What follows belongs to an exercise in optimizing a design on an open flow for small area and a short achievable clock period; a production flow would make more cautious choices. RTL that was checked went through simulation tests only; none was proved equivalent to the original. Power is estimated from default activity; no workload was simulated.

## before
==> flow/design.v <==
package poker_pkg;
    localparam int NUM_RANKS   = 13;
    localparam int NUM_SUITS   = 4;
    localparam int HOLE_CARDS  = 2;
    localparam int BOARD_CARDS = 5;
    localparam int RUN_LEN     = 5;
    localparam logic [3:0] CARD_MIN = 4'd2;
    localparam logic [3:0] CARD_MAX = 4'd14;
    localparam logic [4:0] CAT_ROYAL          = 5'd31;
    localparam logic [4:0] CAT_STRAIGHT_FLUSH = 5'd30;
    localparam logic [4:0] CAT_FOUR           = 5'd29;
    localparam logic [4:0] CAT_FULL_HOUSE     = 5'd28;
    localparam logic [4:0] CAT_FLUSH          = 5'd27;
    localparam logic [4:0] CAT_STRAIGHT       = 5'd26;
    localparam logic [4:0] CAT_THREE          = 5'd25;
    localparam logic [4:0] CAT_TWO_PAIR       = 5'd24;
    localparam logic [4:0] CAT_HIGH           = 5'd0;
    localparam logic [4:0] PAIR_BASE          = 5'd10;   
    localparam logic [3:0] HC_ROYAL          = 4'd0;
    localparam logic [3:0] HC_STRAIGHT_FLUSH = 4'd1;
    localparam logic [3:0] HC_FOUR           = 4'd2;
    localparam logic [3:0] HC_FULL_HOUSE     = 4'd3;
    localparam logic [3:0] HC_FLUSH          = 4'd4;
    localparam logic [3:0] HC_STRAIGHT       = 4'd5;
    localparam logic [3:0] HC_THREE          = 4'd6;
    localparam logic [3:0] HC_TWO_PAIR       = 4'd7;
    localparam logic [3:0] HC_PAIR           = 4'd8;
    localparam logic [3:0] HC_HIGH           = 4'd9;
endpackage
`timescale 1ns/1ns
module poker_eval_top (
    input  logic        clk,
    input  logic        rst_n,
    input  logic        in_valid,
    input  logic [11:0] hole_cards,
    input  logic [29:0] board_cards,
    output logic        out_valid,
    output logic [17:0] score
);
    function automatic logic [3:0] ge4of7(input logic [6:0] x);
        logic a1, a2, a3, a4, b1, b2, b3;
        a1 = |x[3:0];
        a2 = (x[0] | x[1]) & (x[2] | x[3]) | (x[0] & x[1]) | (x[2] & x[3]);
        a3 = (x[0] & x[1]) & (x[2] | x[3]) | (x[2] & x[3]) & (x[0] | x[1]);
        a4 = &x[3:0];
        b1 = |x[6:4];
        b2 = (x[4] & x[5]) | (x[6] & (x[4] | x[5]));
        b3 = &x[6:4];
        ge4of7 = {a4 | (a3 & b1) | (a2 & b2) | (a1 & b3),
                  a3 | b3 | (a2 & b1) | (a1 & b2),
                  a2 | b2 | (a1 & b1),
                  a1 | b1};
    endfunction
    function automatic logic [2:0] ge7of7(input logic [6:0] x);
        logic a2, a3, a4, b1, b2, b3;
        a2 = (x[0] | x[1]) & (x[2] | x[3]) | (x[0] & x[1]) | (x[2] & x[3]);
        a3 = (x[0] & x[1]) & (x[2] | x[3]) | (x[2] & x[3]) & (x[0] | x[1]);
        a4 = &x[3:0];
        b1 = |x[6:4];
        b2 = (x[4] & x[5]) | (x[6] & (x[4] | x[5]));
        b3 = &x[6:4];
        ge7of7 = {a4 & b3, (a4 & b2) | (a3 & b3), (a4 & b1) | (a3 & b2) | (a2 & b3)};
    endfunction
    function automatic logic [12:0] rank_hot(input logic [3:0] n);
        logic [12:0] h;
        for (int k = 0; k < 13; k++) h[k] = (n == 4'(k + 2));
        h[0]  = !n[3] && !n[2] && !n[0];
        h[1]  = !n[3] && !n[2] && n[0];
        h[12] = n[3] && n[2] && n[1];
        rank_hot = h;
    endfunction
    logic [41:0] cards;
    logic [12:0] dh [7];                 
    logic [1:0]  fs;                     
    logic [6:0]  inf;                    
    logic [2:0]  fcnt;                   
    logic        flush_d, clr1_d, clr2_d;
    logic [12:0] x0_d, x1_d, x2_d;
    assign cards = {board_cards, hole_cards};
    always_comb begin
        logic [6:0] b0, b1;
        logic [3:0] g0, g1;
        for (int i = 0; i < 7; i++)
            dh[i] = rank_hot(cards[6*i+2 +: 4]);
        for (int i = 0; i < 7; i++) begin
            b0[i] = cards[6*i];
            b1[i] = cards[6*i+1];
        end
        g0    = ge4of7(b0);
        g1    = ge4of7(b1);
        fs    = {g1[3], g0[3]};
        for (int i = 0; i < 7; i++) inf[i] = (cards[6*i +: 2] == fs);
        fcnt    = ge7of7(inf);
        flush_d = fcnt[0];
        clr1_d  = !flush_d || fcnt[1];
        clr2_d  = !flush_d || fcnt[2];
        for (int k = 0; k < 13; k++) begin
            logic [1:0] a, b, c;
            a = 2'(dh[0][k]) + 2'(dh[1][k]) + 2'(dh[2][k]);
            b = 2'(dh[3][k]) + 2'(dh[4][k]) + 2'(dh[5][k]);
            c = 2'(a[0]) + 2'(b[0]) + 2'(dh[6][k]);
            x0_d[k] = c[0];
            x1_d[k] = (a[1] | b[1] | c[1]) & !((a[1] & b[1]) | (a[1] & c[1]) | (b[1] & c[1]));
            x2_d[k] = (dh[0][k] & inf[0]) | (dh[1][k] & inf[1]) | (dh[2][k] & inf[2]) | (dh[3][k] & inf[3]) |
                      (dh[4][k] & inf[4]) | (dh[5][k] & inf[5]) | (dh[6][k] & inf[6]);
        end
    end
    logic [12:0] x0, x1, x2;         
    logic        flush, clr1, clr2;
    logic        s1_valid;
    always_ff @(posedge clk) begin
        x0    <= x0_d;
        x1    <= x1_d;
        x2    <= x2_d;
        flush <= flush_d;
        clr1  <= clr1_d;
        clr2  <= clr2_d;
    end
    always_ff @(posedge clk or negedge rst_n) begin
        if (!rst_n) s1_valid <= 1'b0;
        else        s1_valid <= in_valid;
    end
    logic [12:0] m, sg, pr, tr, qd;     
    assign m  = x2 | (~{13{flush}} & (x0 | x1));   
    assign sg = x0 & ~x1;
    assign pr = x1 & ~x0;
    assign tr = x0 & x1;
    assign qd = x2 & ~x0 & ~x1;
    function automatic logic [3:0] hi_enc(input logic [12:0] x);
        logic [3:0] e;
        e = '0;
        for (int r = 0; r < 13; r++) if (x[r]) e = 4'(r + 1);
        hi_enc = e;
    endfunction
    function automatic logic [3:0] lo_enc(input logic [12:0] x);
        logic [3:0] e;
        e = '0;
        for (int r = 12; r >= 0; r--) if (x[r]) e = 4'(r + 1);
        lo_enc = e;
    endfunction
    function automatic logic [3:0] enc(input logic [12:0] x);
        logic [3:0] e;
        e = '0;
        for (int r = 0; r < 13; r++) if (x[r]) e = e | 4'(r + 1);
        enc = e;
    endfunction
    function automatic logic [38:0] above3(input logic [12:0] x);
        logic [12:0] one, two, thr;
        for (int r = 0; r < 13; r++) one[r] = |(x >> (r + 1));
        for (int r = 0; r < 13; r++) two[r] = |((x & one) >> (r + 1));
        for (int r = 0; r < 13; r++) thr[r] = |((x & two) >> (r + 1));
        above3 = {thr, two, one};
    endfunction
    logic [8:0]  win;
    logic        run_found;
    logic [12:0] run_low;
    always_comb begin
        for (int lo = 0; lo < 9; lo++) win[lo] = &m[lo +: 5];
        run_found = |win | (&{m[12], m[3:0]});
        run_low   = {4'b0, win & ~{1'b0, win[8:1]}};
    end
    logic [12:0] top5;
    always_comb begin
        logic [12:0] any_b, two_b;
        for (int k = 0; k < 13; k++) any_b[k] = |(m & ((13'd1 << k) - 13'd1));
        for (int k = 0; k < 13; k++) two_b[k] = |(m & any_b & ((13'd1 << k) - 13'd1));
        for (int k = 0; k < 13; k++)
            top5[k] = m[k] && !(clr1 && !any_b[k]) && !(clr2 && any_b[k] && !two_b[k]);
    end
    function automatic logic [3:0] xor_enc(input logic [12:0] x);
        logic [3:0] e;
        for (int b = 0; b < 4; b++) begin
            logic [12:0] sel;
            for (int r = 0; r < 13; r++) sel[r] = ((r + 1) >> b) & 1;
            e[b] = ^(x & sel);
        end
        xor_enc = e;
    endfunction
    logic        any_q, any_t, any_p, two_t, two_p;
    logic [3:0]  q_e, t_hi, t_2, p_hi, p_2, k4, s1, s2, s3;
    logic        is_four, is_fh, is_three, is_tp, is_pair;
    always_comb begin
        logic [38:0] sa, pa, ta;
        any_q = |qd;
        any_t = |tr;
        any_p = |pr;
        ta    = above3(tr);
        pa    = above3(pr);
        sa    = above3(sg);
        q_e   = enc(qd);
        t_hi  = hi_enc(tr);
        t_2   = enc(tr & ta[12:0]);                      
        p_hi  = hi_enc(pr);
        p_2   = enc(pr & pa[12:0] & ~pa[25:13]);         
        k4    = hi_enc(m & ~qd);
        two_t = |(tr & ta[12:0]);
        two_p = |(pr & pa[12:0]);
        s1    = hi_enc(sg | (pr & pa[25:13]));
        s2    = enc(sg & sa[12:0] & ~sa[25:13]);
        s3    = enc(sg & sa[25:13] & ~sa[38:26]);
        is_four  = any_q;
        is_fh    = !any_q && any_t && (two_t || any_p);
        is_three = any_t;
        is_tp    = two_p;
        is_pair  = any_p;
    end
    logic [4:0]  cat_d;
    logic [12:0] tb_d;
    always_comb begin
        logic nf, s_roy, s_sf, s_fl, s_four, s_fh, s_st, s_three, s_tp, s_pair, s_hi;
        nf      = !flush;
        s_roy   = flush && win[8];
        s_sf    = flush && run_found && !win[8];
        s_fl    = flush && !run_found;
        s_four  = nf && is_four;
        s_fh    = nf && is_fh;
        s_st    = nf && !is_four && !is_fh && run_found;
        s_three = nf && !is_four && !is_fh && !run_found && is_three;
        s_tp    = nf && !run_found && !any_t && is_tp;
        s_pair  = nf && !any_q && !run_found && !any_t && !two_p && any_p;
        s_hi    = nf && !run_found && !any_t && !any_p && !any_q;
        cat_d = ({5{s_roy}}   & 5'd31) | ({5{s_sf}}  & 5'd30) | ({5{s_four}} & 5'd29) |
                ({5{s_fh}}    & 5'd28) | ({5{s_fl}}  & 5'd27) | ({5{s_st}}   & 5'd26) |
                ({5{s_three}} & 5'd25) | ({5{s_tp}}  & 5'd24) |
                ({5{s_pair}}  & (5'd10 + {1'b0, p_hi}));
        tb_d  = ({13{s_sf | s_st}}  & run_low) |
                ({13{s_fl | s_hi}}  & top5) |
                ({13{s_four}}       & {q_e, k4, 5'd0}) |
                ({13{s_fh}}         & {t_hi, two_t ? t_2 : p_hi, 5'd0}) |
                ({13{s_three}}      & {t_hi, s1, s2, 1'b0}) |
                ({13{s_tp}}         & {p_hi, p_2, s1, 1'b0}) |
                ({13{s_pair}}       & {s1, s2, s3, 1'b0});
    end
    always_ff @(posedge clk or negedge rst_n) begin
        if (!rst_n) begin
            score     <= '0;
            out_valid <= 1'b0;
        end else begin
            out_valid <= s1_valid;
            if (s1_valid) score <= {cat_d, tb_d};
        end
    end
endmodule
clock: 10.0 ns
lec_check: 0
abc_area: 1
cap_margin: 20
core_margin: 2
core_utilization: 40
cts_buf_list: sky130_fd_sc_hd__clkbuf_8
place_density: 0.7
slew_margin: 20
standard.sh (not shown) runs the stock make flow with config.mk's settings and CLKGATE_MAP_FILE= SYNTH_SCRIPT=/design/flow/synth_recipe.tcl, a recipe that flattens the netlist after the stock synthesis.
==> flow/flow/run.sh <==
#!/bin/bash
# Standard layout, with fast port buffers and timing repair aimed below the clock period.
set -euo pipefail
export BUFFER_PORTS_ARGS="-buffer_cell sky130_fd_sc_hd__buf_2"
export SETUP_SLACK_MARGIN=6
bash standard.sh > standard.log 2>&1
Changes in after relative to before:
--- a/flow/design.v
+++ b/flow/design.v
@@ -34,26 +34,12 @@
     input  logic        in_valid,
     input  logic [11:0] hole_cards,
     input  logic [29:0] board_cards,
     output logic        out_valid,
     output logic [17:0] score
 );
-    function automatic logic [3:0] ge4of7(input logic [6:0] x);
-        logic a1, a2, a3, a4, b1, b2, b3;
-        a1 = |x[3:0];
-        a2 = (x[0] | x[1]) & (x[2] | x[3]) | (x[0] & x[1]) | (x[2] & x[3]);
-        a3 = (x[0] & x[1]) & (x[2] | x[3]) | (x[2] & x[3]) & (x[0] | x[1]);
-        a4 = &x[3:0];
-        b1 = |x[6:4];
-        b2 = (x[4] & x[5]) | (x[6] & (x[4] | x[5]));
-        b3 = &x[6:4];
-        ge4of7 = {a4 | (a3 & b1) | (a2 & b2) | (a1 & b3),
-                  a3 | b3 | (a2 & b1) | (a1 & b2),
-                  a2 | b2 | (a1 & b1),
-                  a1 | b1};
-    endfunction
     function automatic logic [2:0] ge7of7(input logic [6:0] x);
         logic a2, a3, a4, b1, b2, b3;
         a2 = (x[0] | x[1]) & (x[2] | x[3]) | (x[0] & x[1]) | (x[2] & x[3]);
         a3 = (x[0] & x[1]) & (x[2] | x[3]) | (x[2] & x[3]) & (x[0] | x[1]);
         a4 = &x[3:0];
         b1 = |x[6:4];
@@ -75,23 +61,21 @@
     logic [6:0]  inf;                    
     logic [2:0]  fcnt;                   
     logic        flush_d, clr1_d, clr2_d;
     logic [12:0] x0_d, x1_d, x2_d;
     assign cards = {board_cards, hole_cards};
     always_comb begin
-        logic [6:0] b0, b1;
-        logic [3:0] g0, g1;
         for (int i = 0; i < 7; i++)
             dh[i] = rank_hot(cards[6*i+2 +: 4]);
-        for (int i = 0; i < 7; i++) begin
-            b0[i] = cards[6*i];
-            b1[i] = cards[6*i+1];
-        end
-        g0    = ge4of7(b0);
-        g1    = ge4of7(b1);
-        fs    = {g1[3], g0[3]};
+        for (int b = 0; b < 2; b++) begin
+            logic [4:0] v;
+            for (int i = 0; i < 5; i++) v[i] = cards[6*i + b];
+            fs[b] = (v[0] & v[1] & (v[2] | v[3] | v[4])) | (v[0] & v[2] & (v[3] | v[4])) |
+                    (v[0] & v[3] & v[4]) | (v[1] & v[2] & (v[3] | v[4])) | (v[1] & v[3] & v[4]) |
+                    (v[2] & v[3] & v[4]);
+        end
         for (int i = 0; i < 7; i++) inf[i] = (cards[6*i +: 2] == fs);
         fcnt    = ge7of7(inf);
         flush_d = fcnt[0];
         clr1_d  = !flush_d || fcnt[1];
         clr2_d  = !flush_d || fcnt[2];
         for (int k = 0; k < 13; k++) begin
@@ -209,15 +193,15 @@
     always_comb begin
         logic nf, s_roy, s_sf, s_fl, s_four, s_fh, s_st, s_three, s_tp, s_pair, s_hi;
         nf      = !flush;
         s_roy   = flush && win[8];
         s_sf    = flush && run_found && !win[8];
         s_fl    = flush && !run_found;
-        s_four  = nf && is_four;
-        s_fh    = nf && is_fh;
-        s_st    = nf && !is_four && !is_fh && run_found;
+        s_four  = is_four;
+        s_fh    = is_fh;
+        s_st    = nf && run_found;
         s_three = nf && !is_four && !is_fh && !run_found && is_three;
         s_tp    = nf && !run_found && !any_t && is_tp;
         s_pair  = nf && !any_q && !run_found && !any_t && !two_p && any_p;
         s_hi    = nf && !run_found && !any_t && !any_p && !any_q;
         cat_d = ({5{s_roy}}   & 5'd31) | ({5{s_sf}}  & 5'd30) | ({5{s_four}} & 5'd29) |
                 ({5{s_fh}}    & 5'd28) | ({5{s_fl}}  & 5'd27) | ({5{s_st}}   & 5'd26) |
Findings:
- Per the comparison of after with before, share of power burned in the clock network went up; total placed cells including tap cells went down; combinational power went down; slack of the critical path went down.
- Measured against before, the routed wire length per instance of after comes out at 1.08 times the reference value.
- The height of the die in after was lower than what before gave.
- The maximum clock frequency of after is lower than that of before.
- From before to after the numbers moved as follows: overall via count from detail_route went down, cell area went down, utilization went up.
- Relative to before, the instance count of the mapped netlist of after is lower by about 4%.
- Non-clock buffer count of after exceeds that of before by a little under 10%.
- When after is measured against before, its total power turns out 0.048 mW lower.
- Re hold slack: before was lower than after.
Only the layout flow was run in after; the RTL was not checked for function there.

## re-timing with driven ports
The results above use ideal ports. As a check the final layouts listed here were re-extracted and re-timed, cells and wires unchanged.
Step 1: set_driving_cell puts a clkbuf_16 on clk and a buf_2 on each other input, an assumption about the parent block.
Step 2 times the ports against the registers' clock, not the clock port: input delays grow and output delays shrink by t, the midpoint of the rising clock arrivals with the driver on.
a / b / c = ideal / step 1 / step 2; a / b = the first two.
run	shift t [ns]	slack for setup (ns)	clock arrival spread, ns	worst data-port slew with drivers (ns)	pins driven straight from the clock port
before	0.401	6.250 / 6.268 / 5.866	0.019 / 0.019	0.03	1
after	0.395	6.171 / 6.189 / 5.795	0.014 / 0.013	0.03	1
After both steps every run listed still meets setup and hold. The setup slack of before, which loses most, moves by +0.018 ns with the drivers and by -0.384 ns with both steps.
